From an optimization exercise on the open Yosys and OpenROAD flow, aimed at small area, a short achievable clock period and few clock cycles; shortcuts taken in it are not production practice. Function was not checked in any run shown here: the RTL went through the layout flow alone. Power figures rest on the tool's default switching activity, not on a simulated workload.

--- design/flow/config.mk ---
export PLATFORM = sky130hd
export DESIGN_NAME = lawnmower_path_generator
export DESIGN_NICKNAME = lawnmower_path_generator
export VERILOG_FILES = /design/flow/design.v
export SDC_FILE = /design/flow/constraint.sdc
export NUM_CORES = 4
export LEC_CHECK = 0
export CAP_MARGIN = 20
export CORE_MARGIN = 2
export CORE_UTILIZATION = 40
export SETUP_SLACK_MARGIN = 3.0
export SLEW_MARGIN = 20
--- design/flow/constraint.sdc ---
create_clock -name core_clock -period 7.5 [get_ports {i_clk}]
set_input_delay 1.5000 -clock core_clock [delete_from_list [all_inputs] [get_ports {i_clk}]]
set_output_delay 1.5000 -clock core_clock [all_outputs]
set_load 0.01 [all_outputs]
--- design/flow/design.v ---
package lpg_pkg;
    localparam int LEN_W   = 24;    
    localparam int HALF_W  = 23;    
    localparam int TRIG_W  = 16;    
    localparam int COORD_W = 32;    
    localparam int PNUM_W  = 6;     
    localparam int IDX_W   = 3;     
    localparam int FRAC_W  = 14;    
    localparam int POS_W   = COORD_W + 1 + FRAC_W;   
    localparam int PROD_W  = 40;    
    localparam int MAX_WAYPOINTS_DEF = 64;
    localparam logic [IDX_W-1:0] REG_X_LENGTH     = 3'd0;
    localparam logic [IDX_W-1:0] REG_Y_LENGTH     = 3'd1;
    localparam logic [IDX_W-1:0] REG_STRIPE_WIDTH = 3'd2;
    localparam logic [IDX_W-1:0] REG_COS_BEARING  = 3'd3;
    localparam logic [IDX_W-1:0] REG_SIN_BEARING  = 3'd4;
    localparam logic [LEN_W-1:0]         RST_X_LENGTH     = 24'd5120;
    localparam logic [LEN_W-1:0]         RST_Y_LENGTH     = 24'd5120;
    localparam logic [LEN_W-1:0]         RST_STRIPE_WIDTH = 24'd2560;
    localparam logic signed [TRIG_W-1:0] RST_COS_BEARING  = 16'sd16384;
    localparam logic signed [TRIG_W-1:0] RST_SIN_BEARING  = 16'sd0;
endpackage
module lpg_datapath #(
    parameter bit IS_Y = 1'b0
) (
    input  logic                               i_clk,
    input  logic [5:0]                         i_sel,
    input  logic [5:0]                         n_sel,
    input  logic                               i_td,        
    input  logic                               n_far,       
    input  logic                               i_load_c,
    input  logic signed [lpg_pkg::COORD_W-1:0] i_center,
    input  logic [lpg_pkg::LEN_W-1:0]          i_h,
    input  logic [5:0]                         n_booth,     
    input  logic                               i_mac_first,
    input  logic [2:0]                         i_load_p,    
    output logic signed [lpg_pkg::COORD_W-1:0] o_point
);
    localparam int COORD_W = lpg_pkg::COORD_W;
    localparam int LEN_W   = lpg_pkg::LEN_W;
    localparam int FRAC_W  = lpg_pkg::FRAC_W;
    localparam int POS_W   = lpg_pkg::POS_W;
    localparam int PROD_W  = lpg_pkg::PROD_W;
    logic signed [POS_W-1:0]    r_x;
    logic signed [COORD_W-1:0]  r_c;
    logic signed [PROD_W-2:0]   r_sa, r_st;
    logic signed [PROD_W-1:0]   r_sw;
    always_ff @(posedge i_clk) begin
        if (i_load_c) begin
            r_c <= i_center;
        end
    end
    logic st_neg_go, sw_neg;
    assign st_neg_go = IS_Y ? 1'b0 : !i_td;
    assign sw_neg    = IS_Y ? 1'b1 : i_td;
    function automatic logic sa_neg(input logic far, input logic td);
        sa_neg = (IS_Y && td) ? far : !far;
    endfunction
    logic       n_nb, n_nc;
    logic       r_nb, r_nc;
    logic [5:0] r_booth;
    always_comb begin
        n_nb = 1'b0;
        n_nc = 1'b0;
        if (n_sel[0]) begin
            n_nb = n_booth[3];
            n_nc = n_booth[0];
        end else if (n_sel[5] || n_sel[4]) begin
            n_nb = st_neg_go;
            n_nc = sa_neg(1'b0, i_td);
        end else if (n_sel[3]) begin
            n_nb = sa_neg(!n_far, i_td);
        end else if (n_sel[2]) begin
            n_nb = sw_neg;
        end else if (n_sel[1]) begin
            n_nb = !st_neg_go;
            n_nc = sa_neg(n_far, i_td);
        end
    end
    always_ff @(posedge i_clk) begin
        r_nb    <= n_nb;
        r_nc    <= n_nc;
        r_booth <= n_booth;
    end
    logic [LEN_W:0] row_hi, row_lo;
    always_comb begin
        row_hi = ({(LEN_W+1){r_booth[5]}} & {1'b0, i_h}) | ({(LEN_W+1){r_booth[4]}} & {i_h, 1'b0});
        row_lo = ({(LEN_W+1){r_booth[2]}} & {1'b0, i_h}) | ({(LEN_W+1){r_booth[1]}} & {i_h, 1'b0});
    end
    function automatic logic [POS_W-1:0] sx39(input logic [PROD_W-2:0] v);
        sx39 = {{(POS_W-PROD_W+1){v[PROD_W-2]}}, v};
    endfunction
    function automatic logic [POS_W-1:0] rep(input logic b);
        rep = {POS_W{b}};
    endfunction
    logic            s_goi, s_gor, s_flip, s_step, s_last, s_mac;
    logic [POS_W-1:0] c_in, c_kept, opa, opb, opc, opb_s, opc_s;
    always_comb begin
        {s_goi, s_gor, s_flip, s_step, s_last, s_mac} = i_sel;
        c_in   = {i_center[COORD_W-1], i_center, 1'b1, {(FRAC_W-1){1'b0}}};
        c_kept = {r_c[COORD_W-1], r_c, 1'b1, {(FRAC_W-1){1'b0}}};
        opa = (rep(s_goi) & c_in)
            | (rep(s_gor || s_last) & c_kept)
            | (rep(s_flip || s_step) & r_x)
            | (rep(s_mac && !i_mac_first) & {r_x[POS_W-5:0], 4'b0});
        opb = (rep(s_goi || s_gor || s_last) & sx39(r_st))
            | (rep(s_flip) & {sx39(r_sa), 1'b0})
            | (rep(s_step) & {{(POS_W-PROD_W){r_sw[PROD_W-1]}}, r_sw})
            | (rep(s_mac) & POS_W'({row_hi, 2'b0}));
        opc = (rep(s_goi || s_gor || s_last) & sx39(r_sa))
            | (rep(s_mac) & POS_W'(row_lo));
        opb_s = opb ^ rep(r_nb);
        opc_s = opc ^ rep(r_nc);
    end
    logic [POS_W-1:0] cs_s, cs_c, sum;
    always_comb begin
        cs_s = opa ^ opb_s ^ opc_s;
        cs_c = (opa & opb_s) | (opa & opc_s) | (opb_s & opc_s);
        sum  = cs_s + {cs_c[POS_W-2:0], r_nb} + POS_W'(r_nc);
    end
    always_ff @(posedge i_clk) begin
        r_x <= $signed(sum);
        if (i_load_p[0]) r_sa <= $signed(sum[PROD_W-2:0]);
        if (i_load_p[1]) r_st <= $signed(sum[PROD_W-2:0]);
        if (i_load_p[2]) r_sw <= $signed(sum[PROD_W-1:0]);
    end
    logic signed [COORD_W:0] pos;
    assign pos = r_x[POS_W-1:FRAC_W];
    assign o_point = (pos[COORD_W] != pos[COORD_W-1])
                   ? (pos[COORD_W] ? {1'b1, {(COORD_W-1){1'b0}}} : {1'b0, {(COORD_W-1){1'b1}}})
                   : pos[COORD_W-1:0];
endmodule
module lawnmower_path_generator #(
    parameter int MAX_WAYPOINTS = lpg_pkg::MAX_WAYPOINTS_DEF
) (
    input  logic                               i_clk,
    input  logic                               i_rst_n,
    input  logic                               start,
    output logic                               busy,
    input  logic signed [lpg_pkg::COORD_W-1:0] i_center_x,
    input  logic signed [lpg_pkg::COORD_W-1:0] i_center_y,
    input  logic                               i_cfg_valid,
    output logic                               o_cfg_ready,
    input  logic [lpg_pkg::IDX_W-1:0]          i_cfg_index,
    input  logic [lpg_pkg::LEN_W-1:0]          i_cfg_data,
    output logic                               o_point_valid,
    output logic signed [lpg_pkg::COORD_W-1:0] o_point_x,
    output logic signed [lpg_pkg::COORD_W-1:0] o_point_y,
    output logic [lpg_pkg::PNUM_W-1:0]         o_point_number,
    output logic                               o_last_point,
    output logic                               o_overflow
);
    localparam int LEN_W   = lpg_pkg::LEN_W;
    localparam int TRIG_W  = lpg_pkg::TRIG_W;
    localparam int PNUM_W  = lpg_pkg::PNUM_W;
    localparam int REM_W   = LEN_W + 2;
    localparam logic [PNUM_W-1:0] LAST_PNUM = PNUM_W'(MAX_WAYPOINTS - 1);
    logic [LEN_W-1:0]         r_xlen, r_ylen, r_w;
    logic signed [TRIG_W-1:0] r_cos, r_sin;
    logic                     cfg_wr;
    logic                     restart;
    assign o_cfg_ready = 1'b1;
    assign cfg_wr      = i_cfg_valid && (i_cfg_index <= lpg_pkg::REG_SIN_BEARING);
    assign restart     = !i_rst_n || cfg_wr;
    always_ff @(posedge i_clk) begin
        if (!i_rst_n) begin
            r_xlen <= lpg_pkg::RST_X_LENGTH;
            r_ylen <= lpg_pkg::RST_Y_LENGTH;
            r_w    <= lpg_pkg::RST_STRIPE_WIDTH;
            r_cos  <= lpg_pkg::RST_COS_BEARING;
            r_sin  <= lpg_pkg::RST_SIN_BEARING;
        end else if (i_cfg_valid) begin
            case (i_cfg_index)
                lpg_pkg::REG_X_LENGTH:     r_xlen <= i_cfg_data;
                lpg_pkg::REG_Y_LENGTH:     r_ylen <= i_cfg_data;
                lpg_pkg::REG_STRIPE_WIDTH: r_w    <= i_cfg_data;
                lpg_pkg::REG_COS_BEARING:  r_cos  <= $signed(i_cfg_data[TRIG_W-1:0]);
                lpg_pkg::REG_SIN_BEARING:  r_sin  <= $signed(i_cfg_data[TRIG_W-1:0]);
                default: begin
                end
            endcase
        end
    end
    logic             r_td;      
    logic             r_wz;      
    logic             r_ovf;
    logic [LEN_W-1:0] weff;
    logic [LEN_W-1:0] span;
    assign weff = {r_w[LEN_W-1:1], r_w[0] | r_wz};
    assign span = r_td ? {r_ylen[LEN_W-1:1], 1'b0} : {r_xlen[LEN_W-1:1], 1'b0};
    logic       r_mrun;      
    logic       r_mprep;     
    logic       r_cdone;     
    logic [1:0] r_round;     
    logic [1:0] r_dig;       
    logic       c_act;       
    logic             r_dfirst;
    logic [2:0]       r_dload;
    logic [LEN_W-1:0] r_h;
    assign c_act = r_mrun && !r_mprep && !r_cdone;
    always_ff @(posedge i_clk) begin
        if (restart) begin
            r_mprep <= 1'b1;
            r_cdone <= 1'b0;
            r_round <= '0;
            r_dig   <= '0;
        end else if (r_mrun) begin
            r_mprep <= 1'b0;
            if (c_act) begin
                r_dig <= r_dig + 2'd1;
                if (r_dig == 2'd3) begin
                    r_round <= r_round + 2'd1;
                    if (r_round == 2'd2) begin
                        r_cdone <= 1'b1;
                    end
                end
            end
        end
    end
    always_ff @(posedge i_clk) begin
        if (r_mrun && r_mprep) begin
            r_td <= (r_xlen >= r_ylen);
            r_wz <= (r_w == '0);
        end
    end
    logic                     tx_is_cos;
    logic signed [TRIG_W-1:0] m_tx, m_ty;
    logic [5:0]               bth_x, bth_y;
    logic [LEN_W-1:0]         m_h;
    function automatic logic [4:0] window(input logic [TRIG_W-1:0] t, input logic [1:0] dig);
        case (dig)
            2'd0:    window = t[15:11];
            2'd1:    window = t[11:7];
            2'd2:    window = t[7:3];
            default: window = {t[3:0], 1'b0};
        endcase
    endfunction
    function automatic logic [5:0] booth(input logic [4:0] w);
        booth = {w[3] ^ w[2], (w[4] ^ w[3]) & !(w[3] ^ w[2]), w[4],
                 w[1] ^ w[0], (w[2] ^ w[1]) & !(w[1] ^ w[0]), w[2]};
    endfunction
    always_comb begin
        tx_is_cos = (r_round == 2'd0) ? r_td : !r_td;
        m_tx  = tx_is_cos ? r_cos : r_sin;
        m_ty  = tx_is_cos ? r_sin : r_cos;
        bth_x = booth(window(m_tx, r_dig));
        bth_y = booth(window(m_ty, r_dig));
        if (r_round[1]) begin
            m_h = weff;
        end else if (r_round[0] ^ r_td) begin
            m_h = {1'b0, r_xlen[LEN_W-1:1]};
        end else begin
            m_h = {1'b0, r_ylen[LEN_W-1:1]};
        end
    end
    always_ff @(posedge i_clk) begin
        r_dfirst <= (r_dig == 2'd0);
        r_h      <= m_h;
    end
    localparam logic [1:0] ST_IDLE = 2'd0;
    localparam logic [1:0] ST_WAIT = 2'd1;
    localparam logic [1:0] ST_RUN  = 2'd2;
    logic [1:0]        r_state, n_state;
    logic              r_busy, n_busy;
    logic              r_valid, n_valid;
    logic [PNUM_W-1:0] r_pnum, n_pnum;   
    logic              r_last, n_last;   
    logic              r_far, n_far;     
    logic              r_next_last, n_next_last;   
    logic              n_mrun;
    logic              n_dmac;
    logic [2:0]        n_dload;
    logic              idle, run, go;
    logic              last_next;
    assign idle = (r_state == ST_IDLE);
    assign run  = (r_state == ST_RUN);
    assign go   = !run && !r_mrun;
    logic signed [REM_W-1:0] r_rem;
    logic signed [REM_W-1:0] rem_b;
    logic                    rem_inv, rem_cin;
    logic signed [REM_W-1:0] rem_sum;
    always_comb begin
        if (r_mrun && (r_dig != 2'd1)) begin
            rem_b   = $signed({2'b0, weff[18:0], 5'b0});
            rem_inv = 1'b1;
            rem_cin = 1'b0;
        end else if (r_mrun) begin
            rem_b   = $signed({2'b0, weff});
            rem_inv = 1'b0;
            rem_cin = 1'b0;
        end else begin
            rem_b   = $signed({2'b0, weff});
            rem_inv = 1'b1;
            rem_cin = (r_pnum != '0);
        end
        rem_sum = r_rem + (rem_b ^ {REM_W{rem_inv}}) + REM_W'(rem_cin);
    end
    always_ff @(posedge i_clk) begin
        if (go || (c_act && r_round == 2'd0 && r_dig == 2'd0)) begin
            r_rem <= $signed({2'b0, span});
        end else if (c_act && r_round == 2'd0 && r_dig == 2'd1) begin
            r_rem <= rem_sum;
        end else if (c_act && r_round == 2'd0 && r_dig == 2'd2) begin
            r_ovf <= (weff[LEN_W-1:19] == '0) && !rem_sum[REM_W-1];
        end else if (run && !r_pnum[0]) begin
            r_rem <= rem_sum;
        end
    end
    always_comb begin
        n_dmac  = !restart && c_act;
        n_dload = (!restart && c_act && r_dig == 2'd3) ? (3'b001 << r_round) : 3'b000;
        n_mrun  = restart || (r_mrun && !r_dload[2]);
        n_state = r_state;
        n_busy  = r_busy;
        n_valid = r_valid;
        if (!i_rst_n) begin
            n_state = ST_IDLE;
            n_busy  = 1'b0;
            n_valid = 1'b0;
        end else begin
            case (r_state)
                ST_IDLE: if (start) begin
                    n_state = r_mrun ? ST_WAIT : ST_RUN;
                    n_busy  = 1'b1;
                    n_valid = !r_mrun;
                end
                ST_WAIT: if (!r_mrun) begin
                    n_state = ST_RUN;
                    n_valid = 1'b1;
                end
                default: if (r_last) begin
                    n_state = ST_IDLE;
                    n_busy  = 1'b0;
                    n_valid = 1'b0;
                end
            endcase
        end
        last_next = r_ovf ? (r_pnum == LAST_PNUM - PNUM_W'(1))
                          : (r_pnum[0] && r_next_last);
        n_pnum      = r_pnum;
        n_last      = r_last;
        n_far       = r_far;
        n_next_last = r_next_last;
        if (go) begin
            n_pnum = '0;
            n_last = 1'b0;
            n_far  = 1'b0;
        end else if (run) begin
            n_pnum = r_pnum + PNUM_W'(1);
            n_last = last_next;
            if (!r_pnum[0]) begin
                n_far       = !r_far;
                n_next_last = rem_sum[REM_W-1];
            end
        end
    end
    always_ff @(posedge i_clk) begin
        r_state     <= n_state;
        r_busy      <= n_busy;
        r_valid     <= n_valid;
        r_pnum      <= n_pnum;
        r_last      <= n_last;
        r_far       <= n_far;
        r_next_last <= n_next_last;
        r_mrun      <= n_mrun;
        r_dload     <= n_dload;
    end
    localparam int NSEL = 6;
    logic [NSEL-1:0] n_sel, r_sel;
    logic            n_run, n_go;
    always_comb begin
        n_run = (n_state == ST_RUN);
        n_go  = !n_run && !n_mrun;
        n_sel[5] = n_go && (n_state == ST_IDLE);
        n_sel[4] = n_go && (n_state != ST_IDLE);
        n_sel[3] = n_run && !n_dmac && !n_pnum[0];
        n_sel[2] = n_run && !n_dmac && n_pnum[0] && !n_next_last;
        n_sel[1] = n_run && !n_dmac && n_pnum[0] && n_next_last;
        n_sel[0] = n_dmac;
    end
    always_ff @(posedge i_clk) begin
        r_sel <= n_sel;
    end
    lpg_datapath #(.IS_Y(1'b0)) u_dp_x (
        .i_clk       (i_clk),
        .i_sel       (r_sel),
        .n_sel       (n_sel),
        .i_td        (r_td),
        .n_far       (n_far),
        .i_load_c    (idle),
        .i_center    (i_center_x),
        .i_h         (r_h),
        .n_booth     (bth_x),
        .i_mac_first (r_dfirst),
        .i_load_p    (r_dload),
        .o_point     (o_point_x)
    );
    lpg_datapath #(.IS_Y(1'b1)) u_dp_y (
        .i_clk       (i_clk),
        .i_sel       (r_sel),
        .n_sel       (n_sel),
        .i_td        (r_td),
        .n_far       (n_far),
        .i_load_c    (idle),
        .i_center    (i_center_y),
        .i_h         (r_h),
        .n_booth     (bth_y),
        .i_mac_first (r_dfirst),
        .i_load_p    (r_dload),
        .o_point     (o_point_y)
    );
    assign busy           = r_busy;
    assign o_point_valid  = r_valid;
    assign o_point_number = r_pnum;
    assign o_last_point   = r_last;
    assign o_overflow     = r_ovf;
endmodule
--- design/flow/run.sh ---
#!/bin/bash
# synth_recipe.tcl (not shown) runs the flow's synth.tcl, then flattens the netlist and writes it again
# the make line also repeats each setting of config.mk as NAME=value (left out here)
make -C /OpenROAD-flow-scripts/flow DESIGN_CONFIG=/design/flow/config.mk WORK_HOME=/design/flow/orfs CLKGATE_MAP_FILE= SYNTH_SCRIPT=/design/flow/synth_recipe.tcl finish
==> summary.md, run 1 <==
| Metric | Value |
|---|---|
| Status | timing/DRC/antenna clean |
| Total GRT Usage | a little under a quarter |
| Initial antenna violation count | 1 |
| Max Slew Vio Count | 0 |
| Leakage | about 17 nW |
| Async SR Flop Fraction | 0% |
| CTS Buffer Depth | 3 |
| Final setup viols | 0 |
| Crit path DAT | about 5.3 ns |
| Layout cells sized above 1 | 12.8% |
| Top_reg_cell synth | edfxtp_1 |
| Clock root buffer | clkbuf_16 |
| Vias in the first global route | 27900 |
| Slew headroom | 16.5% |
| Overflow after GRT | 0 |
| Sequential share of the synthesized area | 42.4% |
| Via/cell ratio | between 5 and 6 |
| Die area | slightly above 90000 um^2 |
| Final HPWL DP | ~74 mm |
| Total power | ~9 mW |
| Crit path required time | 8.03 ns |
| Layout Nets | about 4200 |
| VDD IR max | around 160 uV |
| Pre-antenna DRT Iters | 10 |
| Count of cell types in the netlist | between 70 and 80 |
| Crit path launch type | register |
| Io pins | 170 |
| Worst Hold Slack | 0.468 ns |
| First-pass GRT wire length | about 170 mm |
| Worst Skew | roughly 0.032 ns |
| Die Ht | roughly 300 um |
| Ys Warns | 3 |
| Min Clock Period, post-route | between 4 and 5 ns |
| TritonCTS clock tree | yes |
| Routability cong. | slightly below 0.9 |
| Reg clk slew, reported paths | around 0.060 ns |
| Routed WL per cell | 21.9 um |
| Setup ws final | roughly 2.7 ns |
| Detailed Route WL | roughly 110 mm |
| Net Count, Synth | 4065 |
| Mapped Cells | between 3000 and 4000 |
| Worst setup path class | register to register |
| Rows | between 100 and 150 |
| Worst-margin pin slew | between 1 and 1.5 ns |
| Fin. Hold Viols | 0 |
| Worst Hold Class | register to register |
| DRC Markers | 0 |
| Dpl ws | 1.87 ns |
| Final period util | between 60% and 70% |
| EDFF count, synth | around 330 |
| Core region area | 88400 um^2 |
| H-tree depth | 3 |
| Cell area after synthesis | ~36000 um^2 |
| Starting Density | about two fifths |
| RSZ-0062 raised after global routing | yes |
| # hold bufs at CTS | 0 |
| Max Cap Viol | 0 |
| Layout area overhead | 21.0% |
| Post-route ant nets | 0 |
| Critical Path End Type | register |
| Largest net degree at the start of global routing | roughly 80 |
| Final TNS setup | 0 ns |
| Post-layout util | 48.9% |
| Power Density | a little over 200 nW/um^2 |
| CTS buffer count | 70 |
| Yosys reg bits | approximately 590 |
| Worst-Skew Late Latency | roughly 0.65 ns |
| Vias | about 29000 |
| Fmax | around 210 MHz |
| IO Port Bufs | 168 |
| CTS Sinks | between 500 and 600 |
| Mean Syn Cell Area | 9.60 um^2 |
| Chip width | approximately 300 um |
| Iter 0 DRT Violations | between 2000 and 3000 |
| Critical Path Fanout Max | 7 |
## synth_stat cells, drive strengths merged (14+ instances only)
| cell type | instances | area share, % |
|---|---|---|
| mux2i | 46 | 1.3 |
| xor2 | 161 | 3.9 |
| a221oi | 19 | 0.50 |
| edfxtp | 327 | 27 |
| o21bai | 18 | 0.38 |
| and2 | 19 | 0.33 |
| nor3 | 31 | 0.43 |
| o21ai | 133 | 1.9 |
| a222oi | 101 | 2.8 |
| clkbuf | 227 | 2.5 |
| a21o | 108 | 2.3 |
| xnor2 | 117 | 2.9 |
| ha | 154 | 5.4 |
| and3 | 18 | 0.32 |
| a21boi | 105 | 2.2 |
| nand3 | 70 | 0.98 |
| nand4 | 16 | 0.28 |
| a22o | 177 | 4.3 |
| o21a | 21 | 0.44 |
| nor2b | 16 | 0.28 |
| buf | 15 | 0.18 |
| o31ai | 16 | 0.34 |
| fa | 98 | 5.5 |
| a31oi | 20 | 0.35 |
| nor4 | 14 | 0.25 |
| nor2 | 204 | 2.1 |
| dfxtp | 266 | 15 |
| a22oi | 48 | 1.0 |
| nand2 | 527 | 5.5 |
| a21oi | 222 | 3.1 |
| a211oi | 20 | 0.42 |
| inv | 275 | 2.9 |
## final timing paths
check | startpoint | endpoint | slack [ns] | cells after the start
worst min-delay path | r_ylen[0] | r_ylen[0] | 0.47 | 2
worst min register to register | r_ylen[0] | r_ylen[0] | 0.47 | 2
worst max register to register | r_sel[1] | u_dp_x.r_x[46] | 2.71 | 18
worst max-delay path | r_sel[1] | u_dp_x.r_x[46] | 2.71 | 18
## placed cells by master (no fill, tap or decap), types with 102 or more instances in the layout
| cell | n |
|---|---|
| dfxtp_1 | 249 |
| a21boi_0 | 102 |
| nand2_1 | 516 |
| xor2_1 | 146 |
| a21oi_1 | 193 |
| inv_1 | 272 |
| clkdlybuf4s50_1 | 167 |
| a21o_1 | 107 |
| ha_1 | 124 |
| a22o_1 | 177 |
| o21ai_0 | 111 |
| nor2_1 | 193 |
| edfxtp_1 | 327 |
## cell families after synthesis
kind of cell / count (synthesis) / share of synthesized area [%]
muxes: 48 / 1.35
and+or+nand+nor: 961 / 11.5
buffers and inverters: 520 / 5.55
adders and majority gates: 252 / 10.9
other: 1 / 0.0105
AOI/OAI and AO/OA: 1065 / 21.5
xor gates and xnor gates: 278 / 6.84
DFF: 593 / 42.4
## critical path: stages, from the launching register on
cell and delay, ns:
dfxtp_2 0.39, or3_4 0.44, buf_12 0.17, buf_8 0.13
buf_16 0.14, a222oi_1 0.26, xor2_1 0.14, fa_1 0.55
inv_1 0.05, ha_1 0.39, and3_1 0.25, and3_1 0.19
a211o_1 0.31, a21oi_1 0.20, o21ai_0 0.12, a31oi_1 0.47
a2bb2oi_4 0.21, and4bb_2 0.23, nor3_1 0.04
## layer usage
metal	share of wire, %	vias up	track usage [%]	wire, um
li1	-	13600	-	-
met3	6.6	183	3.63	7350
met5	0.012	-	0	13
met4	3.5	2	8.10	3940
met1	43	14300	31.0	47500
met2	47	1023	38.5	52600
## sequential cells by signal, summed over array words and instances (netlist names), 26 cells and up
signal	cells
u_dp_x.r_x	47
u_dp_y.r_st	39
u_dp_x.r_sw	40
u_dp_x.r_st	39
u_dp_y.r_sa	39
r_rem	26
u_dp_y.r_x	47
u_dp_x.r_sa	39
u_dp_y.r_sw	40
u_dp_y.r_c	32
u_dp_x.r_c	32
## layout make-up
| cell class | count | area (um^2) |
|---|---|---|
| Clock buffer | 93 | 1920 |
| Fill cell | 8220 | 45200 |
| Multi-Input combinational cell | 2612 | 20200 |
| Clock inverter | 37 | 449 |
| Tap cell | 1165 | 1460 |
| Sequential cell | 593 | 15200 |
| Inverter | 278 | 1050 |
| Timing Repair Buffer | 300 | 2970 |
| Antenna cell | 1 | 2.50 |
## report_power, final
group | switching, mW | internal (mW)
Clock | 1.47 | 2.04
Sequential | 0.193 | 3.60
Combinational | 0.827 | 0.625
## per-stage QoR
| stage | cells | instance area (um^2) |
|---|---|---|
| final | 5079 | 43200 |
| after global routing | 5078 | 43200 |
| after floorplan | 3718 | 35900 |
| after global placement | 4850 | 38400 |
| after detailed placement | 4851 | 38400 |
| after CTS | 5020 | 41700 |
## what timing repair did
| action | 4_1_cts | 5_1_grt |
|---|---|---|
| pin swaps | 67 | 71 |
| setup endpoints to repair | 273 | 218 |
| resized for setup | 131 | 180 |
| gates cloned | 4 | 7 |
| buffers inserted | 35 | 51 |
==> inputs of run 2 (changes only) <==
--- a/design/flow/config.mk
+++ b/design/flow/config.mk
@@ -8,5 +8,5 @@
 export CAP_MARGIN = 20
 export CORE_MARGIN = 2
 export CORE_UTILIZATION = 40
-export SETUP_SLACK_MARGIN = 3.0
+export SETUP_SLACK_MARGIN = 3.5
 export SLEW_MARGIN = 20
==> run 2 against run 1 <==
Net effect: still clean; core utilization up 2.2 points; area after synthesis unchanged; final cell count up 1.7%; critical path type unchanged; critical endpoint is now u_dp_y.r_sa[37]; highest routed layer is now met4.
==> summary.md, run 2 <==
| Metric | Value |
|---|---|
| Status | timing/DRC/antenna clean (unchanged) |
| Post-route ant nets | 0 (unchanged) |
| Io pins | 170 (unchanged) |
| Clock network fraction of total power | 39.2% (was 40.1%) |
| Sequential share of the synthesized area | 42.4% (unchanged) |
| R2R Path End | u_dp_y.r_sa[37] (was u_dp_x.r_x[46]) |
| RSZ-0062 raised after global routing | yes (unchanged) |
| CTS Sinks | 593 (unchanged) |
| Layout area overhead | 26.5% (was 21.0%) |
| Core region area | 88400 um^2 (unchanged) |
| Max Slew Vio Count | 0 (unchanged) |
| Reg clk slew, reported paths | 0.06 ns (about the same) |
| Ys Warns | 3 (unchanged) |
| Total GRT Usage | 24.5% (was 23.3%) |
| Fin. Hold Viols | 0 (unchanged) |
| Overflow after GRT | 0 (unchanged) |
| Largest net degree at the start of global routing | 65 (was 79) |
| Design Area, Final | 45200 um^2 (was 43200 um^2) |
| Flop-to-flop setup slack | 2.77 ns (was 2.71 ns) |
| Leakage | 18.3 nW (was 17.4 nW) |
| Placed Cells incl. Taps | 4848 (was 4851) |
| Share of power burned in registers | 43.2% (was 43.3%) |
| H-tree depth | 3 (unchanged) |
| Final HPWL DP | 73.8 mm (was 73.7 mm) |
| Mean Syn Cell Area | 9.60 um^2 (unchanged) |
| Yosys reg bits | 593 (unchanged) |
| Power Density | 195 nW/um^2 (was 203 nW/um^2) |
| Worst-margin pin slew | 1.14 ns (was 1.24 ns) |
| Die area | 91700 um^2 (unchanged) |
| Worst setup path class | register to register (unchanged) |
| Switching Share | 28.3% (was 28.4%) |
| Slew headroom | 23.7% (was 16.5%) |
| EDFF count, synth | 327 (unchanged) |
| Internal Pwr Total | 6.32 mW (was 6.27 mW) |
| Starting Density | 40.4% (unchanged) |
| Detailed Route WL | 115 mm (was 111 mm) |
| Layout Cells excl Fill | 5163 (was 5079) |
| Area contributors post-synth | edfxtp_1 27%, dfxtp_1 15%, nand2_1 5.5% (unchanged) |
| Crit path launch type | register (unchanged) |
| Initial antenna violation count | 1 (unchanged) |
| Async SR Flop Fraction | 0% (unchanged) |
| R2R depth | 17 (was 18) |
| Hold worst-path end | r_xlen[0] (was r_ylen[0]) |
| Post-synth top cells | 527 x nand2_1, 327 x edfxtp_1, 275 x inv_1 (unchanged) |
| Worst hold stages | 2 (unchanged) |
| Count of cell types in the netlist | 77 (unchanged) |
| Rows | 109 (unchanged) |
| Min Clock Period, post-route | 4.73 ns (was 4.79 ns) |
| Die Ht | 303 um (unchanged) |
| Iter 0 DRT Violations | 2904 (was 2891) |
| Routed WL per cell | 22.2 um (was 21.9 um) |
| Final TNS setup | 0 ns (unchanged) |
| Crit path DAT | 5.06 ns (was 5.32 ns) |
| IO Port Bufs | 168 (unchanged) |
| CTS Buffer Depth | 3 (unchanged) |
| Final setup viols | 0 (unchanged) |
| Placed Area | 38700 um^2 (was 38400 um^2) |
| Crit path required time | 7.83 ns (was 8.03 ns) |
| Routability cong. | 0.912 (was 0.888) |
| Fmax | 212 MHz (was 209 MHz) |
| Commonest non-fill, non-tap cell in the layout | nand2_1 (unchanged) |
| Critical Path Fanout Max | 6 (was 7) |
| CTS buffer count | 70 (unchanged) |
| Vias in the first global route | 29100 (was 27900) |
| Top_reg_cell synth | edfxtp_1 (unchanged) |
| Worst Hold Class | register to register (unchanged) |
| TritonCTS clock tree | yes (unchanged) |
| Most frequent cells in the layout | 509 x nand2_1, 327 x edfxtp_1, 260 x inv_1 (was 516 x nand2_1, 327 x edfxtp_1, 272 x inv_1) |
| Net Count, Synth | 4065 (unchanged) |
| VDD IR max | 177 uV (was 158 uV) |
| Chip width | 303 um (unchanged) |
| Layout Nets | 4289 (was 4202) |
| Origin of the critical flop-to-flop path | r_sel[5] (was r_sel[1]) |
| Critical Path End Type | register (unchanged) |
| Hold Crit Start | r_xlen[0] (was r_ylen[0]) |
| Max Cap Viol | 0 (unchanged) |
| Final period util | 63.0% (was 63.9%) |
| Combinational power share | 17.6% (was 16.6%) |
| Via/cell ratio | 5.72 (about the same) |
| Cell area after synthesis | 35700 um^2 (unchanged) |
| First-pass GRT wire length | 174 mm (was 166 mm) |
| DRC Markers | 0 (unchanged) |
| Layout cells sized above 1 | 17.6% (was 12.8%) |
| Top cell type's share of synthesized area | 27.5% (unchanged) |
| Most common cell in the netlist | nand2_1 (unchanged) |
| Area leader, netlist | edfxtp_1 (unchanged) |
| Clock root buffer | clkbuf_16 (unchanged) |
| Vias | 29500 (was 29000) |
| Worst-Skew Late Latency | 0.64 ns (was 0.65 ns) |
| Biggest regs | u_dp_x.r_x: 47 flops, u_dp_y.r_x: 47 flops (unchanged) |
| Pre-antenna DRT Iters | 9 (was 10) |
| N_diodes | 0 (was 1) |
| Switching power total | 2.49 mW (about the same) |
| Worst Skew | 0.0395 ns (was 0.0317 ns) |
| Mapped Cells | 3718 (unchanged) |
## run 2: changes by cell type in the layout (fill, tap and decap cells not counted), moves of 12 or more
cell and change:
a21oi_1 -13, buf_6 +41, buf_4 +35, ha_4 +24, o21ai_0 -15, ha_1 -19, clkdlybuf4s50_1 -31, dlygate4sd2_1 +31
inv_1 -12, inv_2 +12, xnor2_1 -13
## run 2: how the worst max path moves through the flow
stage,depth (start not counted),startpoint,to
5_1_grt,17,r_sel[4],u_dp_x.r_x[43]
2_1_floorplan,19,r_sel[4],u_dp_x.r_sa[34]
4_1_cts,17,r_sel[5],u_dp_x.r_sw[38]
3_3_place_gp,15,r_sel[2],u_dp_x.r_x[46]
3_5_place_dp,16,r_sel[2],u_dp_y.r_x[46]
6_report,17,r_sel[5],u_dp_y.r_sa[37]
## run 2: through the flow
stage | hold slack (ns) | util, % | worst slack (ns) | power [mW]
after floorplan | 0.438 | - | 2.82 | 4.69
after global placement | 0.452 | 43.8 | 2.12 | 5.24
after detailed placement | 0.459 | 43.8 | 2.03 | 5.25
after CTS | 0.467 | 50.0 | 2.79 | 8.82
after global routing | 0.491 | 51.1 | 2.65 | 9.16
final | 0.465 | 51.1 | 2.77 | 8.81
## run 2: routing by layer
layer,GRT usage (%),vias up,wire [um]
met5,0,-,0
met4,9.48,0,4550
met3,4.10,219,7960
met2,40.0,1070,53700
met1,32.5,14500,48500
li1,-,13800,-
## run 2: critical path, cell delays in order, from the launching register on
cell      delay, ns
dfxtp_4        0.37
or3_4          0.42
buf_12         0.16
buf_12         0.13
buf_6          0.11
a222oi_1       0.39
xor2_1         0.32
fa_1           0.48
inv_2          0.08
ha_4           0.21
a21o_1         0.17
a21o_1         0.16
a21oi_2        0.22
nand2_1        0.09
a21o_1         0.22
a21bo_4        0.26
a221oi_4       0.45
xnor2_2        0.17
## run 2: layout make-up
cell class,instances,area (um^2)
Inverter,278,1050
Fill cell,7871,43200
Sequential cell,593,15200
Clock buffer,106,2070
Clock inverter,22,268
Tap cell,1165,1460
Timing Repair Buffer,387,3940
Multi-Input combinational cell,2612,21200
## run 2: repair_timing
| item | 4_1_cts | 5_1_grt |
|---|---|---|
| endpoints found under the setup margin | 365 | 324 |
| pin swaps | 145 | 101 |
| gates cloned | 15 | 0 |
| setup buffers | 119 | 52 |
| gates resized for setup | 413 | 112 |
| endpoints found under the hold margin | 0 | 0 |
| hold buffers | 0 | 0 |
## run 2: power groups by stage
stage | registers [mW] | logic, mW | clock network (mW)
2_1_floorplan | 3.73 | 0.960 | 0
3_3_place_gp | 3.87 | 1.37 | 0
3_5_place_dp | 3.87 | 1.38 | 0
4_1_cts | 3.80 | 1.50 | 3.52
5_1_grt | 3.82 | 1.69 | 3.65
6_report | 3.81 | 1.55 | 3.45
## run 2: logic make-up after synthesis
logic type,Yosys count,synth area share (%)
other,1,0.0105
multiplexers,48,1.35
AND/OR/NAND/NOR,961,11.5
XOR/XNOR,278,6.84
AO/OA/AOI/OAI,1065,21.5
adder cells (fa/ha/maj),252,10.9
buffers and inverters,520,5.55
flip-flops,593,42.4
==> inputs of run 3 (changes only) <==
--- a/design/flow/design.v
+++ b/design/flow/design.v
@@ -20,11 +20,40 @@
     localparam logic signed [TRIG_W-1:0] RST_COS_BEARING  = 16'sd16384;
     localparam logic signed [TRIG_W-1:0] RST_SIN_BEARING  = 16'sd0;
 endpackage
+module lpg_add #(
+    parameter int W = 48
+) (
+    input  logic [W-1:0] i_a,
+    input  logic [W-1:0] i_b,
+    input  logic         i_cin,
+    output logic [W-1:0] o_sum
+);
+    localparam int N = W + 1;
+    localparam int L = $clog2(N);
+    logic [N-1:0]       a, b;
+    logic [(L+1)*N-1:0] g, p;
+    assign a = {i_a, i_cin};
+    assign b = {i_b, i_cin};
+    assign g[N-1:0] = a & b;
+    assign p[N-1:0] = a ^ b;
+    for (genvar l = 0; l < L; l++) begin : g_level
+        for (genvar i = 0; i < N; i++) begin : g_bit
+            if (((i >> l) & 1) == 1) begin : g_node
+                localparam int J = ((i >> l) << l) - 1;
+                assign g[(l+1)*N+i] = g[l*N+i] | (p[l*N+i] & g[l*N+J]);
+                assign p[(l+1)*N+i] = p[l*N+i] & p[l*N+J];
+            end else begin : g_pass
+                assign g[(l+1)*N+i] = g[l*N+i];
+                assign p[(l+1)*N+i] = p[l*N+i];
+            end
+        end
+    end
+    assign o_sum = p[N-1:1] ^ g[L*N+N-2:L*N];
+endmodule
 module lpg_datapath #(
     parameter bit IS_Y = 1'b0
 ) (
     input  logic                               i_clk,
-    input  logic [5:0]                         i_sel,
     input  logic [5:0]                         n_sel,
     input  logic                               i_td,        
     input  logic                               n_far,       
@@ -32,7 +61,7 @@
     input  logic signed [lpg_pkg::COORD_W-1:0] i_center,
     input  logic [lpg_pkg::LEN_W-1:0]          i_h,
     input  logic [5:0]                         n_booth,     
-    input  logic                               i_mac_first,
+    input  logic                               n_first,     
     input  logic [2:0]                         i_load_p,    
     output logic signed [lpg_pkg::COORD_W-1:0] o_point
 );
@@ -56,9 +85,7 @@
     function automatic logic sa_neg(input logic far, input logic td);
         sa_neg = (IS_Y && td) ? far : !far;
     endfunction
-    logic       n_nb, n_nc;
-    logic       r_nb, r_nc;
-    logic [5:0] r_booth;
+    logic n_nb, n_nc;
     always_comb begin
         n_nb = 1'b0;
         n_nc = 1'b0;
@@ -77,15 +104,25 @@
             n_nc = sa_neg(n_far, i_td);
         end
     end
+    logic r_a_in, r_a_kept, r_a_x, r_a_x4;
+    logic r_b_st, r_b_sa2, r_b_sw, r_b_h1, r_b_h2;
+    logic r_c_sa, r_c_h1, r_c_h2;
+    logic r_nb, r_nc;
     always_ff @(posedge i_clk) begin
-        r_nb    <= n_nb;
-        r_nc    <= n_nc;
-        r_booth <= n_booth;
-    end
-    logic [LEN_W:0] row_hi, row_lo;
-    always_comb begin
-        row_hi = ({(LEN_W+1){r_booth[5]}} & {1'b0, i_h}) | ({(LEN_W+1){r_booth[4]}} & {i_h, 1'b0});
-        row_lo = ({(LEN_W+1){r_booth[2]}} & {1'b0, i_h}) | ({(LEN_W+1){r_booth[1]}} & {i_h, 1'b0});
+        r_a_in   <= n_sel[5];
+        r_a_kept <= n_sel[4] || n_sel[1];
+        r_a_x    <= n_sel[3] || n_sel[2];
+        r_a_x4   <= n_sel[0] && !n_first;
+        r_b_st   <= n_sel[5] || n_sel[4] || n_sel[1];
+        r_b_sa2  <= n_sel[3];
+        r_b_sw   <= n_sel[2];
+        r_b_h1   <= n_sel[0] && n_booth[5];
+        r_b_h2   <= n_sel[0] && n_booth[4];
+        r_c_sa   <= n_sel[5] || n_sel[4] || n_sel[1];
+        r_c_h1   <= n_sel[0] && n_booth[2];
+        r_c_h2   <= n_sel[0] && n_booth[1];
+        r_nb     <= n_nb;
+        r_nc     <= n_nc;
     end
     function automatic logic [POS_W-1:0] sx39(input logic [PROD_W-2:0] v);
         sx39 = {{(POS_W-PROD_W+1){v[PROD_W-2]}}, v};
@@ -93,22 +130,22 @@
     function automatic logic [POS_W-1:0] rep(input logic b);
         rep = {POS_W{b}};
     endfunction
-    logic            s_goi, s_gor, s_flip, s_step, s_last, s_mac;
     logic [POS_W-1:0] c_in, c_kept, opa, opb, opc, opb_s, opc_s;
     always_comb begin
-        {s_goi, s_gor, s_flip, s_step, s_last, s_mac} = i_sel;
         c_in   = {i_center[COORD_W-1], i_center, 1'b1, {(FRAC_W-1){1'b0}}};
         c_kept = {r_c[COORD_W-1], r_c, 1'b1, {(FRAC_W-1){1'b0}}};
-        opa = (rep(s_goi) & c_in)
-            | (rep(s_gor || s_last) & c_kept)
-            | (rep(s_flip || s_step) & r_x)
-            | (rep(s_mac && !i_mac_first) & {r_x[POS_W-5:0], 4'b0});
-        opb = (rep(s_goi || s_gor || s_last) & sx39(r_st))
-            | (rep(s_flip) & {sx39(r_sa), 1'b0})
-            | (rep(s_step) & {{(POS_W-PROD_W){r_sw[PROD_W-1]}}, r_sw})
-            | (rep(s_mac) & POS_W'({row_hi, 2'b0}));
-        opc = (rep(s_goi || s_gor || s_last) & sx39(r_sa))
-            | (rep(s_mac) & POS_W'(row_lo));
+        opa = (rep(r_a_in) & c_in)
+            | (rep(r_a_kept) & c_kept)
+            | (rep(r_a_x) & r_x)
+            | (rep(r_a_x4) & {r_x[POS_W-5:0], 4'b0});
+        opb = (rep(r_b_st) & sx39(r_st))
+            | (rep(r_b_sa2) & {sx39(r_sa), 1'b0})
+            | (rep(r_b_sw) & {{(POS_W-PROD_W){r_sw[PROD_W-1]}}, r_sw})
+            | (rep(r_b_h1) & POS_W'({i_h, 2'b0}))
+            | (rep(r_b_h2) & POS_W'({i_h, 3'b0}));
+        opc = (rep(r_c_sa) & sx39(r_sa))
+            | (rep(r_c_h1) & POS_W'(i_h))
+            | (rep(r_c_h2) & POS_W'({i_h, 1'b0}));
         opb_s = opb ^ rep(r_nb);
         opc_s = opc ^ rep(r_nc);
     end
@@ -116,8 +153,13 @@
     always_comb begin
         cs_s = opa ^ opb_s ^ opc_s;
         cs_c = (opa & opb_s) | (opa & opc_s) | (opb_s & opc_s);
-        sum  = cs_s + {cs_c[POS_W-2:0], r_nb} + POS_W'(r_nc);
     end
+    lpg_add #(.W(POS_W)) u_add (
+        .i_a   (cs_s),
+        .i_b   ({cs_c[POS_W-2:0], r_nb}),
+        .i_cin (r_nc),
+        .o_sum (sum)
+    );
     always_ff @(posedge i_clk) begin
         r_x <= $signed(sum);
         if (i_load_p[0]) r_sa <= $signed(sum[PROD_W-2:0]);
@@ -194,7 +236,6 @@
     logic [1:0] r_round;     
     logic [1:0] r_dig;       
     logic       c_act;       
-    logic             r_dfirst;
     logic [2:0]       r_dload;
     logic [LEN_W-1:0] r_h;
     assign c_act = r_mrun && !r_mprep && !r_cdone;
@@ -254,7 +295,6 @@
         end
     end
     always_ff @(posedge i_clk) begin
-        r_dfirst <= (r_dig == 2'd0);
         r_h      <= m_h;
     end
     localparam logic [1:0] ST_IDLE = 2'd0;
@@ -293,8 +333,13 @@
             rem_inv = 1'b1;
             rem_cin = (r_pnum != '0);
         end
-        rem_sum = r_rem + (rem_b ^ {REM_W{rem_inv}}) + REM_W'(rem_cin);
     end
+    lpg_add #(.W(REM_W)) u_rem_add (
+        .i_a   (r_rem),
+        .i_b   (rem_b ^ {REM_W{rem_inv}}),
+        .i_cin (rem_cin),
+        .o_sum (rem_sum)
+    );
     always_ff @(posedge i_clk) begin
         if (go || (c_act && r_round == 2'd0 && r_dig == 2'd0)) begin
             r_rem <= $signed({2'b0, span});
@@ -366,7 +411,7 @@
         r_dload     <= n_dload;
     end
     localparam int NSEL = 6;
-    logic [NSEL-1:0] n_sel, r_sel;
+    logic [NSEL-1:0] n_sel;
     logic            n_run, n_go;
     always_comb begin
         n_run = (n_state == ST_RUN);
@@ -378,12 +423,8 @@
         n_sel[1] = n_run && !n_dmac && n_pnum[0] && n_next_last;
         n_sel[0] = n_dmac;
     end
-    always_ff @(posedge i_clk) begin
-        r_sel <= n_sel;
-    end
     lpg_datapath #(.IS_Y(1'b0)) u_dp_x (
         .i_clk       (i_clk),
-        .i_sel       (r_sel),
         .n_sel       (n_sel),
         .i_td        (r_td),
         .n_far       (n_far),
@@ -391,13 +432,12 @@
         .i_center    (i_center_x),
         .i_h         (r_h),
         .n_booth     (bth_x),
-        .i_mac_first (r_dfirst),
+        .n_first     (r_dig == 2'd0),
         .i_load_p    (r_dload),
         .o_point     (o_point_x)
     );
     lpg_datapath #(.IS_Y(1'b1)) u_dp_y (
         .i_clk       (i_clk),
-        .i_sel       (r_sel),
         .n_sel       (n_sel),
         .i_td        (r_td),
         .n_far       (n_far),
@@ -405,7 +445,7 @@
         .i_center    (i_center_y),
         .i_h         (r_h),
         .n_booth     (bth_y),
-        .i_mac_first (r_dfirst),
+        .n_first     (r_dig == 2'd0),
         .i_load_p    (r_dload),
         .o_point     (o_point_y)
     );
--- a/design/flow/config.mk
+++ b/design/flow/config.mk
@@ -8,5 +8,5 @@
 export CAP_MARGIN = 20
 export CORE_MARGIN = 2
 export CORE_UTILIZATION = 40
-export SETUP_SLACK_MARGIN = 3.5
+export SETUP_SLACK_MARGIN = 3.0
 export SLEW_MARGIN = 20
==> run 3 against run 2 <==
Net effect: critical path depth up 5; hold slack improved by 0.0013 ns; fmax down 4.3%; critical path type is now input pin to register; flip-flop and latch count did not move; sequential share of layout area is 4.8 points higher; sequential power fell by 2%; first-iteration DRC count shrank 9.8%; power shrank 0.64%; cell area decreased by 12%; die area shrank 7.1%; non-clock buffer count decreased by 112; global-route usage decreased by 2.0 points; still clean; largest cell class unchanged.
==> summary.md, run 3 <==
| Metric | Value |
|---|---|
| Top_reg_cell synth | edfxtp_1 (unchanged) |
| Ys Warns | 3 (unchanged) |
| Fin. Hold Viols | 0 (unchanged) |
| Critical path's most frequent cell | buf_6 (was a21o_1) |
| RSZ-0062 raised after global routing | yes (unchanged) |
| Crit path DAT | 5.27 ns (was 5.06 ns) |
| Final setup viols | 0 (unchanged) |
| First-pass GRT wire length | 150 mm (was 174 mm) |
| Chip width | 292 um (was 303 um) |
| Final HPWL DP | 64.4 mm (was 73.8 mm) |
| Pre-antenna DRT Iters | 6 (was 9) |
| Biggest regs | u_dp_x.r_x: 47 flops, u_dp_y.r_x: 47 flops (unchanged) |
| Vias | 25300 (was 29500) |
| Area leader, netlist | edfxtp_1 (unchanged) |
| Most frequent cells in the layout | 394 x nand2_1, 327 x edfxtp_1, 252 x inv_1 (was 509 x nand2_1, 327 x edfxtp_1, 260 x inv_1) |
| N_diodes | 0 (unchanged) |
| Crit path launch type | input pin (was register) |
| Routed WL per cell | 22.0 um (was 22.2 um) |
| Worst setup path class | input pin to register (was register to register) |
| Met2 wire len | 47.1 mm (was 53.7 mm) |
| Worst Skew | 0.0262 ns (was 0.0395 ns) |
| Main combinational cell family by area after synthesis | compound AO/OA/AOI/OAI gates (unchanged) |
| Async SR Flop Fraction | 0% (unchanged) |
| H-tree depth | 3 (unchanged) |
| Reg clk slew, reported paths | 0.06 ns (about the same) |
| Slew headroom | 29.4% (was 23.7%) |
| Internal Pwr Total | 6.44 mW (was 6.32 mW) |
| Max Cap Viol | 0 (unchanged) |
| DRC Markers | 0 (unchanged) |
| Die area | 85100 um^2 (was 91700 um^2) |
| Placed Area | 36000 um^2 (was 38700 um^2) |
| Critical Path Fanout Max | 4 (was 6) |
| Fraction of the mapped netlist area in adder cells | 12.4% (was 10.9%) |
| Final TNS setup | 0 ns (unchanged) |
| Iter 0 DRT Violations | 2618 (was 2904) |
| Total GRT Usage | 22.5% (was 24.5%) |
| Worst-Skew Late Latency | 0.61 ns (was 0.64 ns) |
| Post-layout util | 48.3% (was 51.1%) |
| Hold Crit Start | r_cos[12] (was r_xlen[0]) |
| Largest net degree at the start of global routing | 79 (was 65) |
| Reg area | 15200 um^2 (about the same) |
| Synth Area in Compound Gates | 19.3% (was 21.5%) |
| Clock root buffer | clkbuf_16 (unchanged) |
| Power Density | 221 nW/um^2 (was 195 nW/um^2) |
| Xor/xnor share of the synthesized area | 6.85% (was 6.84%) |
| TritonCTS clock tree | yes (unchanged) |
| Setup ws final | 2.56 ns (was 2.77 ns) |
| Most common cell in the netlist | nand2_1 (unchanged) |
| Origin of the critical flop-to-flop path | u_dp_x.r_c_sa (was r_sel[5]) |
| Final period util | 65.9% (was 63.0%) |
| Die Ht | 292 um (was 303 um) |
| Commonest non-fill, non-tap cell in the layout | nand2_1 (unchanged) |
| Post-synth top cells | 398 x nand2_1, 327 x edfxtp_1, 266 x dfxtp_1 (was 527 x nand2_1, 327 x edfxtp_1, 275 x inv_1) |
| Switching Share | 26.4% (was 28.3%) |
| Layout area overhead | 19.4% (was 26.5%) |
| Proportion of synthesized area in mux cells | 1.30% (was 1.35%) |
| Wire length on met1 | 41.3 mm (was 48.5 mm) |
| Area of the multi-input gates | 16900 um^2 (was 21200 um^2) |
| Via/cell ratio | 5.69 (was 5.72) |
| Hold worst-path end | r_cos[12] (was r_xlen[0]) |
| Net Count, Synth | 3544 (was 4065) |
| Post-route ant nets | 0 (unchanged) |
| Worst Hold Class | register to register (unchanged) |
| Vias in the first global route | 25300 (was 29100) |
| Core region area | 82000 um^2 (was 88400 um^2) |
| Mean Syn Cell Area | 10.4 um^2 (was 9.60 um^2) |
| Status | timing/DRC/antenna clean (unchanged) |
| Crit path largest cell delay | 0.47 ns (was 0.48 ns) |
| Fmax | 202 MHz (was 212 MHz) |
| Count of cell types in the netlist | 72 (was 77) |
| Worst hold stages | 2 (unchanged) |
| Switching power total | 2.31 mW (was 2.49 mW) |
| Filler instances | 7588 (was 7871) |
| Rows | 105 (was 109) |
| EDFF count, synth | 327 (unchanged) |
| Flop-to-flop setup slack | 2.62 ns (was 2.77 ns) |
| Leakage | 15.7 nW (was 18.3 nW) |
| Combinational power share | 15.6% (was 17.6%) |
| Design Area, Final | 39600 um^2 (was 45200 um^2) |
| Max Slew Vio Count | 0 (unchanged) |
| Io pins | 170 (unchanged) |
| VDD IR max | 166 uV (was 177 uV) |
| Layout cells sized above 1 | 11.2% (was 17.6%) |
| Clock network fraction of total power | 41.6% (was 39.2%) |
| Share of power burned in registers | 42.8% (was 43.2%) |
| Layout Nets | 3682 (was 4289) |
| Crit path buf inv count | 7 (was 4) |
| Yosys reg bits | 593 (unchanged) |
| Detailed Route WL | 97.8 mm (was 115 mm) |
| CTS Sinks | 593 (unchanged) |
| Cell area after synthesis | 33100 um^2 (was 35700 um^2) |
| Sequential share of the synthesized area | 45.7% (was 42.4%) |
| Top cell type's share of synthesized area | 29.6% (was 27.5%) |
| Crit-path leading delay family | compound AO/OA/AOI/OAI gates (unchanged) |
| Routability cong. | 0.865 (was 0.912) |
| R2R Path End | u_dp_y.r_sa[37] (unchanged) |
| CTS Buffer Depth | 3 (unchanged) |
| Crit path required time | 7.84 ns (was 7.83 ns) |
| Dpl ws | 1.43 ns (was 2.03 ns) |
| Top layer in use | met4 (unchanged) |
| Worst-margin pin slew | 1.06 ns (was 1.14 ns) |
| Overflow after GRT | 0 (unchanged) |
| Critical Path End Type | register (unchanged) |
| Wire length on met3 | 6.64 mm (was 7.96 mm) |
| Min Clock Period, post-route | 4.94 ns (was 4.73 ns) |
| Starting Density | 40.4% (about the same) |
| R2R depth | 20 (was 17) |
| CTS buffer count | 68 (was 70) |
| Crit-path cells | buf_6 -> a22o_4 -> a221oi_4 -> fa_1 -> inv_2 -> ha_4 -> nand4_1 -> buf_4 -> buf_6 -> buf_6 -> buf_6 -> nor2_1 -> o2111a_1 -> o31a_1 -> a211o_4 -> a211oi_4 -> buf_6 -> o21ai_4 -> and2_4 -> o21a_1 -> nor2_2 -> xnor2_2 (was or3_4 -> buf_12 -> buf_12 -> buf_6 -> a222oi_1 -> xor2_1 -> fa_1 -> inv_2 -> ha_4 -> a21o_1 -> a21o_1 -> a21oi_2 -> nand2_1 -> a21o_1 -> a21bo_4 -> a221oi_4 -> xnor2_2) |
| IO Port Bufs | 168 (unchanged) |
| Initial antenna violation count | 0 (was 1) |
| Crit-path slowest cell | fa_1 (unchanged) |
| Synthesized-area fraction occupied by and/or/nand/nor cells | 9.18% (was 11.5%) |
| Area contributors post-synth | edfxtp_1 30%, dfxtp_1 16%, fa_1 6.6% (was edfxtp_1 27%, dfxtp_1 15%, nand2_1 5.5%) |
| # hold bufs at CTS | 0 (unchanged) |
| Mapped Cells | 3187 (was 3718) |
-- run 3: per-layer routing --
layer	track usage [%]	vias to the layer above
met2	38.0	912
met4	6.66	0
li1	-	11800
met1	29.8	12500
met5	0	-
met3	3.22	159
-- run 3: worst register-to-register path, cell delays in order, from the launching register on --
cell and delay (ns):
dfxtp_4 0.37, buf_4 0.15, buf_12 0.15, a222oi_1 0.35
nand2_1 0.11, xnor2_1 0.16, fa_1 0.52, inv_1 0.05
ha_1 0.31, a21oi_1 0.19, o21ai_2 0.13, o2111a_1 0.29
o31a_1 0.34, a211o_4 0.39, a211oi_4 0.25, buf_6 0.15
o21ai_4 0.05, and2_4 0.19, o21a_1 0.19, nor2_2 0.16
xnor2_2 0.11
-- run 3: power groups by stage --
stage          registers [mW]  clock network [mW]  logic [mW]
2_1_floorplan            3.73                   0       0.849
3_3_place_gp             3.81                   0        1.30
3_5_place_dp             3.81                   0        1.31
4_1_cts                  3.75                3.70        1.34
5_1_grt                  3.76                3.82        1.51
6_report                 3.75                3.64        1.36
-- run 3: timing repair --
action | 4_1_cts | 5_1_grt
buffers inserted | 26 | 27
pin swaps | 31 | 55
hold endpoints to repair | 0 | 0
gates cloned | 0 | 1
resized for setup | 77 | 78
setup endpoints to repair | 241 | 176
-- run 3: worst max path at each step --
stage	start	endpoint	slack, ns	depth (start not counted)
after floorplan	i_center_y[0]	u_dp_y.r_sa[37]	2.35	16
after global placement	i_center_y[0]	u_dp_y.r_st[37]	1.48	17
after detailed placement	i_center_y[0]	u_dp_y.r_sw[37]	1.43	17
after CTS	i_center_y[0]	u_dp_y.r_sa[37]	2.56	18
after global routing	i_center_y[10]	u_dp_y.r_sa[37]	2.41	17
final	i_center_y[0]	u_dp_y.r_sa[37]	2.56	22
-- run 3: cell families (layout without fill, tap and decap cells) --
group           count (synthesis)  after routing
flops                         593            593
mux                            40             40
buf+inv                       468            662
compound gates                855            855
other cells                     1              1
xor+xnor                      259            259
simple gates                  709            709
fa+ha+maj                     262            262
-- run 3: final cells by class --
cell class                 instances  share of cell area [%]
multi-input combinational       2126                    42.8
inverter                         261                    2.48
clock buffer                      88                    4.75
tap                             1070                    3.38
sequential                       593                    38.4
clock inverter                    38                    1.39
timing repair buffer             275                    6.74
-- run 3: stage by stage --
step	power, mW	hold WS, ns	instances
after global placement	5.11	0.452	4270
final	8.75	0.466	4451
after floorplan	4.58	0.438	3187
after CTS	8.79	0.468	4422
after global routing	9.09	0.489	4451
after detailed placement	5.13	0.459	4270
==> inputs of run 4 (changes only) <==
--- a/design/flow/config.mk
+++ b/design/flow/config.mk
@@ -8,5 +8,5 @@
 export CAP_MARGIN = 20
 export CORE_MARGIN = 2
 export CORE_UTILIZATION = 40
-export SETUP_SLACK_MARGIN = 3.0
+export SETUP_SLACK_MARGIN = 3.5
 export SLEW_MARGIN = 20
==> run 4 against run 3 <==
Net effect: hold slack got worse by 0.00059 ns; critical path depth fell by 6; fmax shrank 0.43%; core utilization up 1.8 points; routed wire length grew 2.9%; area after synthesis stayed put; largest power group unchanged.
==> summary.md, run 4 <==
| Metric | Value |
|---|---|
| Status | timing/DRC/antenna clean (unchanged) |
| Routability cong. | 0.858 (was 0.865) |
| Placed Area | 36000 um^2 (about the same) |
| Worst Hold Slack | 0.465 ns (was 0.466 ns) |
| Top_reg_cell synth | edfxtp_1 (unchanged) |
| Io pins | 170 (unchanged) |
| TritonCTS clock tree | yes (unchanged) |
| Mean Syn Cell Area | 10.4 um^2 (unchanged) |
| Crit path buf inv count | 3 (was 7) |
| CTS Sinks | 593 (unchanged) |
| Ys Warns | 3 (unchanged) |
| Critical Path Fanout Max | 4 (unchanged) |
| Final HPWL DP | 64.0 mm (was 64.4 mm) |
| GRT met1 Usage | 29.8% (about the same) |
| Rows | 105 (unchanged) |
| Commonest non-fill, non-tap cell in the layout | nand2_1 (unchanged) |
| Mapped Cells | 3187 (unchanged) |
| Die area | 85100 um^2 (unchanged) |
| Crit-path leading delay family | compound AO/OA/AOI/OAI gates (unchanged) |
| Fmax | 202 MHz (about the same) |
| Most common cell in the netlist | nand2_1 (unchanged) |
| Post-route ant nets | 0 (unchanged) |
| Filler instances | 7335 (was 7588) |
| EDFF count, synth | 327 (unchanged) |
| Top cell type's share of synthesized area | 29.6% (unchanged) |
| Vias | 25600 (was 25300) |
| Leakage | 16.2 nW (was 15.7 nW) |
| Area of the multi-input gates | 17900 um^2 (was 16900 um^2) |
| Starting Density | 40.4% (unchanged) |
| First-pass GRT wire length | 151 mm (was 150 mm) |
| Yosys reg bits | 593 (unchanged) |
| Total GRT Usage | 22.9% (was 22.5%) |
| Dpl ws | 1.43 ns (about the same) |
| # hold bufs at CTS | 0 (unchanged) |
| Crit path DAT | 5.46 ns (was 5.27 ns) |
| Final TNS setup | 0 ns (unchanged) |
| Worst Hold Class | register to register (unchanged) |
| VDD IR max | 161 uV (was 166 uV) |
| Crit-path cells | clkdlybuf4s50_1 -> a22o_1 -> a221oi_2 -> fa_1 -> inv_1 -> ha_1 -> a211o_1 -> o31a_1 -> a211o_4 -> a211oi_4 -> buf_4 -> o31ai_4 -> a31o_1 -> a21o_1 -> a21oi_2 -> xnor2_1 (was buf_6 -> a22o_4 -> a221oi_4 -> fa_1 -> inv_2 -> ha_4 -> nand4_1 -> buf_4 -> buf_6 -> buf_6 -> buf_6 -> nor2_1 -> o2111a_1 -> o31a_1 -> a211o_4 -> a211oi_4 -> buf_6 -> o21ai_4 -> and2_4 -> o21a_1 -> nor2_2 -> xnor2_2) |
| Layout cells sized above 1 | 15.2% (was 11.2%) |
| Sequential share of the synthesized area | 45.7% (unchanged) |
| IO Port Bufs | 168 (unchanged) |
| Layout area overhead | 23.9% (was 19.4%) |
| H-tree depth | 3 (unchanged) |
| Worst-Skew Late Latency | 0.62 ns (was 0.61 ns) |
| M3 GR Usage | 3.94% (was 3.22%) |
| Worst setup path class | input pin to register (unchanged) |
| Min Clock Period, post-route | 4.96 ns (was 4.94 ns) |
| Count of cell types in the netlist | 72 (unchanged) |
| Die Ht | 292 um (unchanged) |
| Net Count, Synth | 3544 (unchanged) |
| Post-synth top cells | 398 x nand2_1, 327 x edfxtp_1, 266 x dfxtp_1 (unchanged) |
| Async SR Flop Fraction | 0% (unchanged) |
| Area leader, netlist | edfxtp_1 (unchanged) |
| Via/cell ratio | 5.69 (about the same) |
| Vias in the first global route | 25500 (was 25300) |
| Core region area | 82000 um^2 (unchanged) |
| Crit path largest cell delay | 0.44 ns (was 0.47 ns) |
| Max Slew Vio Count | 0 (unchanged) |
| Biggest regs | u_dp_x.r_x: 47 flops, u_dp_y.r_x: 47 flops (unchanged) |
| Reg clk slew, reported paths | 0.06 ns (about the same) |
| Critical Path End Type | register (unchanged) |
| RSZ-0062 raised after global routing | yes (unchanged) |
| Worst-margin pin slew | 1.09 ns (was 1.06 ns) |
| Power Density | 212 nW/um^2 (was 221 nW/um^2) |
| Layout Nets | 3729 (was 3682) |
| Design Area, Final | 41000 um^2 (was 39600 um^2) |
| Worst Skew | 0.0352 ns (was 0.0262 ns) |
| Crit path launch type | input pin (unchanged) |
| Detailed Route WL | 101 mm (was 97.8 mm) |
| Fin. Hold Viols | 0 (unchanged) |
| Clock root buffer | clkbuf_16 (unchanged) |
| CTS buffer count | 69 (was 68) |
| Routed WL per cell | 22.3 um (was 22.0 um) |
| Cell area after synthesis | 33100 um^2 (unchanged) |
| Post-layout util | 50.1% (was 48.3%) |
| Reg area | 15200 um^2 (about the same) |
| Crit path required time | 8.00 ns (was 7.84 ns) |
| Initial antenna violation count | 3 (was 0) |
| Gr busiest metal | met2 (unchanged) |
| CTS Buffer Depth | 3 (unchanged) |
| Slew headroom | 27.2% (was 29.4%) |
| Overflow after GRT | 0 (unchanged) |
| Largest net degree at the start of global routing | 80 (was 79) |
| Pre-antenna DRT Iters | 8 (was 6) |
| Crit-path slowest cell | fa_1 (unchanged) |
| Area contributors post-synth | edfxtp_1 30%, dfxtp_1 16%, fa_1 6.6% (unchanged) |
| Max Cap Viol | 0 (unchanged) |
| Iter 0 DRT Violations | 2511 (was 2618) |
| Final period util | 66.1% (was 65.9%) |
| Chip width | 292 um (unchanged) |
| Final setup viols | 0 (unchanged) |
| DRC Markers | 0 (unchanged) |
| Most frequent cells in the layout | 392 x nand2_1, 327 x edfxtp_1, 247 x inv_1 (was 394 x nand2_1, 327 x edfxtp_1, 252 x inv_1) |
| Setup ws final | 2.54 ns (was 2.56 ns) |
| Met2 Use GR | 37.8% (was 38.0%) |
==> run 4: cell count changes in the layout (fill, tap and decap cells not counted), moves of 8 or more <==
cell,previous run,this run
a21oi_1,128,113
nor2_4,9,20
ha_4,7,17
clkbuf_1,12,22
a21oi_4,2,10
buf_4,79,95
o21ai_0,84,76
bufinv_16,13,5
ha_1,143,134
nor2_1,125,110
xnor2_1,100,86
buf_6,19,37
nor3_1,20,12
==> run 4: final timing paths <==
check,from,to,slack [ns],cells past startpoint
setup / recovery,i_center_y[2],u_dp_y.r_x[46],2.54,16
hold / removal,r_sin[4],r_sin[4],0.47,2
setup reg to reg,u_dp_x.r_a_x,u_dp_y.r_x[46],2.64,16
hold reg to reg,r_sin[4],r_sin[4],0.47,2
==> run 4: cell type report <==
class / instances / share of cell area [%]
Multi-Input combinational cell: 2126 / 43.5
Sequential cell: 593 / 37.1
Timing Repair Buffer: 321 / 8.05
Clock buffer: 104 / 5.01
Tap cell: 1070 / 3.26
Inverter: 261 / 2.39
Clock inverter: 24 / 0.665
Antenna cell: 6 / 0.0366
==> run 4: power by group <==
part | leakage [nW] | internal [mW] | switching [mW]
logic | 9.85 | 0.685 | 0.784
clock network | 1.14 | 2.08 | 1.40
registers | 5.25 | 3.60 | 0.162
total | 16.2 | 6.37 | 2.34
==> run 4: logic make-up after synthesis <==
family | after synthesis | share of synthesized area (%)
DFF | 593 | 45.7
adders and majority gates | 262 | 12.4
and+or+nand+nor | 709 | 9.18
xor gates and xnor gates | 259 | 6.85
other | 1 | 0.0113
buffers and inverters | 468 | 5.31
muxes | 40 | 1.30
AOI/OAI and AO/OA | 855 | 19.3
==> run 4: through the flow <==
step,instances,total power [mW]
final,4505,8.71
after global routing,4500,9.03
after CTS,4462,8.68
after detailed placement,4267,5.13
after global placement,4267,5.12
after floorplan,3187,4.59
==> run 4: tightest hold or removal path, stage by stage (launching register included) <==
cell and delay, ns:
dfxtp_1 0.31, nand2_1 0.05, a21boi_0 0.06
==> run 4: what timing repair did <==
action,4_1_cts,5_1_grt
setup buffers,62,34
pin swaps,78,93
gates cloned,5,3
hold endpoints to repair,0,0
resized for setup,172,156
endpoints found under the setup margin,358,281
==> run 4: routing by layer <==
metal | share of wire (%) | vias to the layer above | wire (um)
li1 | - | 11900 | -
met1 | 42 | 12600 | 42200
met2 | 47 | 932 | 47700
met3 | 6.8 | 205 | 6890
met4 | 3.7 | 0 | 3740
met5 | 0 | - | 0

-- what the ideal ports hide --
No port has a modelled driver above. Below, the same layouts with a new extraction and two added sets of constraints. Step 1 sets driving cells, clkbuf_16 on the clock port and buf_2 on the other inputs (assumed; they add their load-dependent delay and slew). Step 2 also shifts input and output timing later by t, the mid clock arrival at the registers, as if the neighbouring blocks saw the same clock. a / b / c = no drivers / after step 1 / after step 2; a / b = the first two.
run | shift t [ns] | slack for setup (ns) | worst setup path at the end
run 1 | 0.697 | 2.711 / 2.711 / 2.072 | input to register
run 2 | 0.687 | 2.774 / 2.774 / 2.138 | input to register
run 3 | 0.664 | 2.561 / 2.538 / 1.874 | input to register
run 4 | 0.665 | 2.540 / 2.524 / 1.859 | input to register
After both steps every run listed still meets setup and hold. For run 3, which loses most, drivers alone change the setup slack by -0.023 ns; drivers and shift together by -0.687 ns.
